This is an optimization exercise on Yosys and OpenROAD, whose aim is small area, a short achievable clock period and few clock cycles, not a production implementation. Only simulation tests tie the RTL to the original design; equivalence was not proved.

==> flow/design.v (excerpt) <==
module userchoice_dual_scramble_hash_core (
  input  wire                              clk_i,
  input  wire                              rst_ni,
  input  wire                              in_valid_i,
  output logic                             in_stall_o,
  input  wire  [ucdsh_pkg::WordW-1:0]      in_data_i,
  input  wire                              in_last_i,
  output logic                             out_valid_o,
  input  wire                              out_stall_i,
  output logic [ucdsh_pkg::WordW-1:0]      out_hash_first_o,
  output logic [ucdsh_pkg::WordW-1:0]      out_hash_second_o,
  output logic                             out_hash_valid_o,
  input  wire                              cfg_we_i,
  input  wire  [ucdsh_pkg::CfgIdxW-1:0]    cfg_idx_i,
  input  wire  [ucdsh_pkg::WordW-1:0]      cfg_wdata_i
);
  localparam int unsigned W = ucdsh_pkg::WordW;
  function automatic logic [W-1:0] swap(logic [W-1:0] v);
    swap = {v[15:0], v[31:16]};
  endfunction
  function automatic logic [47:0] booth(logic [W-1:0] b);
    logic [32:0] bx;
    bx = {b, 1'b0};
    for (int i = 0; i < 16; i++) begin
      booth[i]      = bx[2*i+1] ^ bx[2*i];
      booth[16 + i] = (bx[2*i+2] & ~bx[2*i+1] & ~bx[2*i]) |
                      (~bx[2*i+2] & bx[2*i+1] & bx[2*i]);
      booth[32 + i] = bx[2*i+2];
    end
  endfunction
  logic [W-1:0] seed_e_q, seed_o_q;
  logic [0:0]   q_v;
  logic [W-1:0] q_w0;
  logic         q_l0, q_n0;
  logic         par_q, partial_q;
  logic         idle_q, pos_q;
  logic [4:0]   t_q;
  logic         mlast_q, acc_q, fold_q, sub_q, emit_q;
  logic [W-1:0] ha_q, hb_q, pb_q, tot_a_q, tot_b_q;
  logic         sa_w_q, sa_h_q, sa_s_q;
  logic         sb_w_q, sb_q_q, sb_h_q, sb_r_q, sb_s_q, sc_p_q, sc_h_q;
  logic         ohv_q;
  logic out_free, zero_msg, fresh;
  logic adv4, end9, fold, pop, run;
  logic idle_d, pos_d;
  logic [4:0] t_d;
  assign out_free  = !emit_q || !out_stall_i;
  assign zero_msg  = idle_q && out_free && q_v[0] && q_l0;
  assign fresh     = idle_q && out_free && q_v[0] && !q_l0;
  assign adv4 = t_q[4] && (pos_q ? (mlast_q || q_v[0]) : q_v[0]);
  assign end9 = t_q[4] && pos_q && (mlast_q || (q_v[0] && q_l0));
  assign fold = t_q[4] && q_v[0] && (!pos_q || (!mlast_q && !q_l0));
  assign pop  = zero_msg || t_q[1] || (end9 && !mlast_q);
  ...
Settings: LEC_CHECK=0, ABC_AREA=1, CAP_MARGIN=20, CORE_MARGIN=2, CORE_UTILIZATION=40, GPL_ROUTABILITY_DRIVEN=0, SETUP_SLACK_MARGIN=5, SLEW_MARGIN=20; clock period 14.0 ns.
standard.sh (not shown) runs the stock make flow with config.mk's settings and CLKGATE_MAP_FILE= SYNTH_SCRIPT=/design/flow/synth_recipe.tcl, a recipe that flattens the netlist after the stock synthesis.
==> flow/flow/run.sh <==
#!/bin/bash
set -euo pipefail
bash standard.sh SETUP_SLACK_MARGIN=7 finish > flow.log 2>&1
Testbench counts at the start, summed over its fixed seeds: cycles 14,117.
Then changed:
--- a/flow/config.mk
+++ b/flow/config.mk
@@ -9,6 +9,6 @@
 export CAP_MARGIN = 20
 export CORE_MARGIN = 2
-export CORE_UTILIZATION = 40
-export GPL_ROUTABILITY_DRIVEN = 0
+export CORE_UTILIZATION = 50
 export SETUP_SLACK_MARGIN = 5
 export SLEW_MARGIN = 20
+export TNS_END_PERCENT = 5
Outcome: The new run completed without violations. Hold slack got worse by 0.0045 ns. Sequential cell count does not change. Count of clock-buffer cells in the layout grows by 10.
Then changed:
--- a/flow/config.mk
+++ b/flow/config.mk
@@ -9,6 +9,5 @@
 export CAP_MARGIN = 20
 export CORE_MARGIN = 2
-export CORE_UTILIZATION = 50
+export CORE_UTILIZATION = 40
 export SETUP_SLACK_MARGIN = 5
 export SLEW_MARGIN = 20
-export TNS_END_PERCENT = 5
What happened:
- The new run finished clean
- first-iteration DRC count is higher by a few percent
- register-to-register slack improved by 0.13 ns
- worst setup slack improved by 0.23 ns
- cell area is higher by a few percent
- hold slack improved by 0.0043 ns
Then changed:
--- a/flow/config.mk
+++ b/flow/config.mk
@@ -9,5 +9,6 @@
 export CAP_MARGIN = 20
 export CORE_MARGIN = 2
-export CORE_UTILIZATION = 40
+export CORE_UTILIZATION = 50
 export SETUP_SLACK_MARGIN = 5
 export SLEW_MARGIN = 20
+export TNS_END_PERCENT = 0
Outcome: Hold slack degrades by 0.0052 ns; sequential share of layout area climbs by 0.63 points; routed wire length went down by 5.9%.

* * *

userchoice_dual_scramble_hash_core again, from the RTL that the note above started with.
// userchoice_dual_scramble_hash_core
module userchoice_dual_scramble_hash_core (
  input  wire                              clk_i,
  input  wire                              rst_ni,
  input  wire                              in_valid_i,
  output logic                             in_stall_o,
  input  wire  [ucdsh_pkg::WordW-1:0]      in_data_i,
  input  wire                              in_last_i,
  output logic                             out_valid_o,
  input  wire                              out_stall_i,
  output logic [ucdsh_pkg::WordW-1:0]      out_hash_first_o,
  output logic [ucdsh_pkg::WordW-1:0]      out_hash_second_o,
  output logic                             out_hash_valid_o,
  input  wire                              cfg_we_i,
  input  wire  [ucdsh_pkg::CfgIdxW-1:0]    cfg_idx_i,
  input  wire  [ucdsh_pkg::WordW-1:0]      cfg_wdata_i
);
  localparam int unsigned W = ucdsh_pkg::WordW;
  function automatic logic [W-1:0] swap(logic [W-1:0] v);
    swap = {v[15:0], v[31:16]};
  endfunction
  function automatic logic [47:0] booth(logic [W-1:0] b);
    logic [32:0] bx;
    bx = {b, 1'b0};
    for (int i = 0; i < 16; i++) begin
      booth[i]      = bx[2*i+1] ^ bx[2*i];
      booth[16 + i] = (bx[2*i+2] & ~bx[2*i+1] & ~bx[2*i]) |
                      (~bx[2*i+2] & bx[2*i+1] & bx[2*i]);
      booth[32 + i] = bx[2*i+2];
    end
  endfunction
  logic [W-1:0] seed_e_q, seed_o_q;
  logic [0:0]   q_v;
  logic [W-1:0] q_w0;
  logic         q_l0, q_n0;
  logic         par_q, partial_q;
  logic         idle_q, pos_q;
  logic [4:0]   t_q;
  logic         mlast_q, acc_q, fold_q, sub_q, emit_q;
  logic [W-1:0] ha_q, hb_q, pb_q, tot_a_q, tot_b_q;
  logic         sa_w_q, sa_h_q, sa_s_q;
  logic         sb_w_q, sb_q_q, sb_h_q, sb_r_q, sb_s_q, sc_p_q, sc_h_q;
  logic         ohv_q;
  logic out_free, zero_msg, fresh;
  logic adv4, end9, fold, pop, run;
  logic idle_d, pos_d;
  logic [4:0] t_d;
  assign out_free  = !emit_q || !out_stall_i;
  assign zero_msg  = idle_q && out_free && q_v[0] && q_l0;
  assign fresh     = idle_q && out_free && q_v[0] && !q_l0;
  assign adv4 = t_q[4] && (pos_q ? (mlast_q || q_v[0]) : q_v[0]);
  assign end9 = t_q[4] && pos_q && (mlast_q || (q_v[0] && q_l0));
  assign fold = t_q[4] && q_v[0] && (!pos_q || (!mlast_q && !q_l0));
  assign pop  = zero_msg || t_q[1] || (end9 && !mlast_q);
  assign run  = fresh || (!idle_q && (!t_q[4] || adv4));
  ...
export LEC_CHECK = 0
export ABC_AREA = 1
export CAP_MARGIN = 20
export CORE_MARGIN = 2
export CORE_UTILIZATION = 40
export SETUP_SLACK_MARGIN = 5
export SLEW_MARGIN = 20
create_clock -name core_clock -period 14.0 [get_ports {clk_i}]
==> flow/flow/run.sh <==
#!/bin/bash
set -euo pipefail
bash standard.sh SETUP_SLACK_MARGIN=7.5 finish > flow.log 2>&1
Testbench counts at the start, summed over its fixed seeds: cycles 14,117.
Then changed:
==> flow/flow/run.sh (replaced) <==
#!/bin/bash
set -euo pipefail
bash standard.sh SETUP_SLACK_MARGIN=8 finish > flow.log 2>&1
- CORE_UTILIZATION: 40 -> 50
- TNS_END_PERCENT: unset -> 5
Result:
- The changed run produced a clean layout
- design area drops by about 3%
- utilization climbs by 12 points
- flip-flop and latch count is unchanged
- routed wire length drops by 2.5%
- register-to-register slack is better by 0.09 ns
Then changed:
==> flow/flow/run.sh (replaced) <==
#!/bin/bash
set -euo pipefail
bash standard.sh SETUP_SLACK_MARGIN=7 finish > flow.log 2>&1
- TNS_END_PERCENT: 5 -> unset
The changed run ran to the end with no violations; synthesized area does not change; routed wire length went down by a little under a tenth; via count went down by a few percent; die area stays the same.

* * *

Setup of build 84:
userchoice_dual_scramble_hash_core, a different RTL version from the one above (not shown whole).
For scale: about 5500 cells after synthesis, ~280 flip-flops, ~0.043 mm² of cells after synthesis.
clock: 14.0 ns
lec_check: 0
abc_area: 1
cap_margin: 20
core_margin: 2
core_utilization: 40
setup_slack_margin: 5
slew_margin: 20
==> flow/flow/run.sh <==
#!/bin/bash
set -euo pipefail
bash standard.sh SETUP_SLACK_MARGIN=6 finish > flow.log 2>&1
Testbench counts of build 84, summed over its fixed seeds: cycles 14,117.
The following lists how build 46 was set up differently from build 84:
==> flow/flow/run.sh <==
#!/bin/bash
set -euo pipefail
bash standard.sh SYNTH_ARGS=-noabc SETUP_SLACK_MARGIN=8 finish > flow.log 2>&1
==> comparison <==
- Compared with build 84, in build 46 layout inverter count without the clock tree fell 388; final instance area rose 0.0096 mm².
diff inputs: build 46 => build 45
==> flow/flow/run.sh <==
#!/bin/bash
set -euo pipefail
bash standard.sh SETUP_SLACK_MARGIN=9 finish > flow.log 2>&1
Findings:
- pos_q as the launching instance or port of the critical path was reported by build 46, and hb_q[8] by build 45.
- Delta(instance count on the critical path, build 45 - build 46) < 0
- From build 45 to build 46, worst-case clock buffer depth did not move at all.
- Between build 45 and build 46, it is build 45 whose final standard cell area without fillers is higher, by about 1.5%.
- Summary: with build 46 as the reference, detail-routed via count per cell in build 45 moved down by a few percent.

* * *

userchoice_dual_scramble_hash_core again, from the RTL that the note above started with.
clock: 14.0 ns
lec_check: 0
abc_area: 1
cap_margin: 20
core_margin: 2
core_utilization: 40
place_density: 0.7
setup_slack_margin: 5
slew_margin: 20
==> flow/flow/run.sh <==
#!/bin/bash
set -euo pipefail
bash standard.sh SETUP_SLACK_MARGIN=8 finish > flow.log 2>&1
Testbench counts at the start, summed over its fixed seeds: cycles 14,117.
Change:
==> flow/flow/run.sh (replaced) <==
#!/bin/bash
set -euo pipefail
bash standard.sh SETUP_SLACK_MARGIN=7 finish > flow.log 2>&1
PLACE_DENSITY = default   (was 0.7)
- design area goes down by 9.1%
- worst hold slack loses 0.028 ns
- die area does not change
- first-iteration DRC count goes down by 16%
Change:
==> flow/flow/run.sh (replaced) <==
#!/bin/bash
set -euo pipefail
bash standard.sh SETUP_SLACK_MARGIN=8 finish > flow.log 2>&1
Clock-buffer cell count came out lower by 12.
Final cell count stays flat.
Final area is about the same.
Routed wire length shrinks by 1.2%.
Core utilization climbs by 0.13 points.
Global-route usage went up by 0.33 points.
Synthesized area is unchanged.
Fmax goes down by 0.42%.
Synthesized cell count is unchanged.

port drivers added, routing unchanged:
The results above use ideal ports. As a check the final layouts listed here were re-extracted and re-timed, cells and wires unchanged.
Step 1: set_driving_cell puts a clkbuf_16 on clk_i and a buf_2 on each other input, an assumption about the parent block.
Step 2 times the ports against the registers' clock, not the clock port: input delays grow and output delays shrink by t, the midpoint of the rising clock arrivals with the driver on.
Slacks: ideal / step 1 / step 2; pairs: ideal / step 1.
| run | shift t [ns] | setup WS [ns] | clock arrival spread, ns | cell pins on the clock port's net |
|---|---|---|---|---|
| the first run of note 1 | 0.657 | 6.935 / 6.863 / 7.102 | 0.033 / 0.033 | 1 |
| the second run of note 1 | 0.645 | 6.801 / 6.732 / 6.896 | 0.061 / 0.061 | 1 |
| the third run of note 1 | 0.665 | 7.033 / 7.022 / 7.033 | 0.042 / 0.041 | 1 |
| the fourth run of note 1 | 0.643 | 6.811 / 6.743 / 6.827 | 0.061 / 0.061 | 1 |
| the first run of note 2 | 0.667 | 7.403 / 7.333 / 7.427 | 0.036 / 0.037 | 1 |
| the second run of note 2 | 0.655 | 7.447 / 7.377 / 7.520 | 0.033 / 0.033 | 1 |
| the third run of note 2 | 0.647 | 6.939 / 6.939 / 6.939 | 0.062 / 0.062 | 1 |
| build 84 | 0.653 | 6.087 / 6.087 / 6.087 | 0.050 / 0.049 | 1 |
| build 46 | 0.670 | 6.856 / 6.856 / 6.856 | 0.052 / 0.052 | 1 |
| build 45 | 0.686 | 7.075 / 7.075 / 7.075 | 0.029 / 0.030 | 1 |
| the first run of note 4 | 0.691 | 7.114 / 7.083 / 7.114 | 0.036 / 0.036 | 1 |
| the second run of note 4 | 0.658 | 6.951 / 6.880 / 6.967 | 0.048 / 0.048 | 1 |
| the third run of note 4 | 0.679 | 6.921 / 6.921 / 6.921 | 0.063 / 0.064 | 1 |
After both steps setup and hold are still met in every run listed.
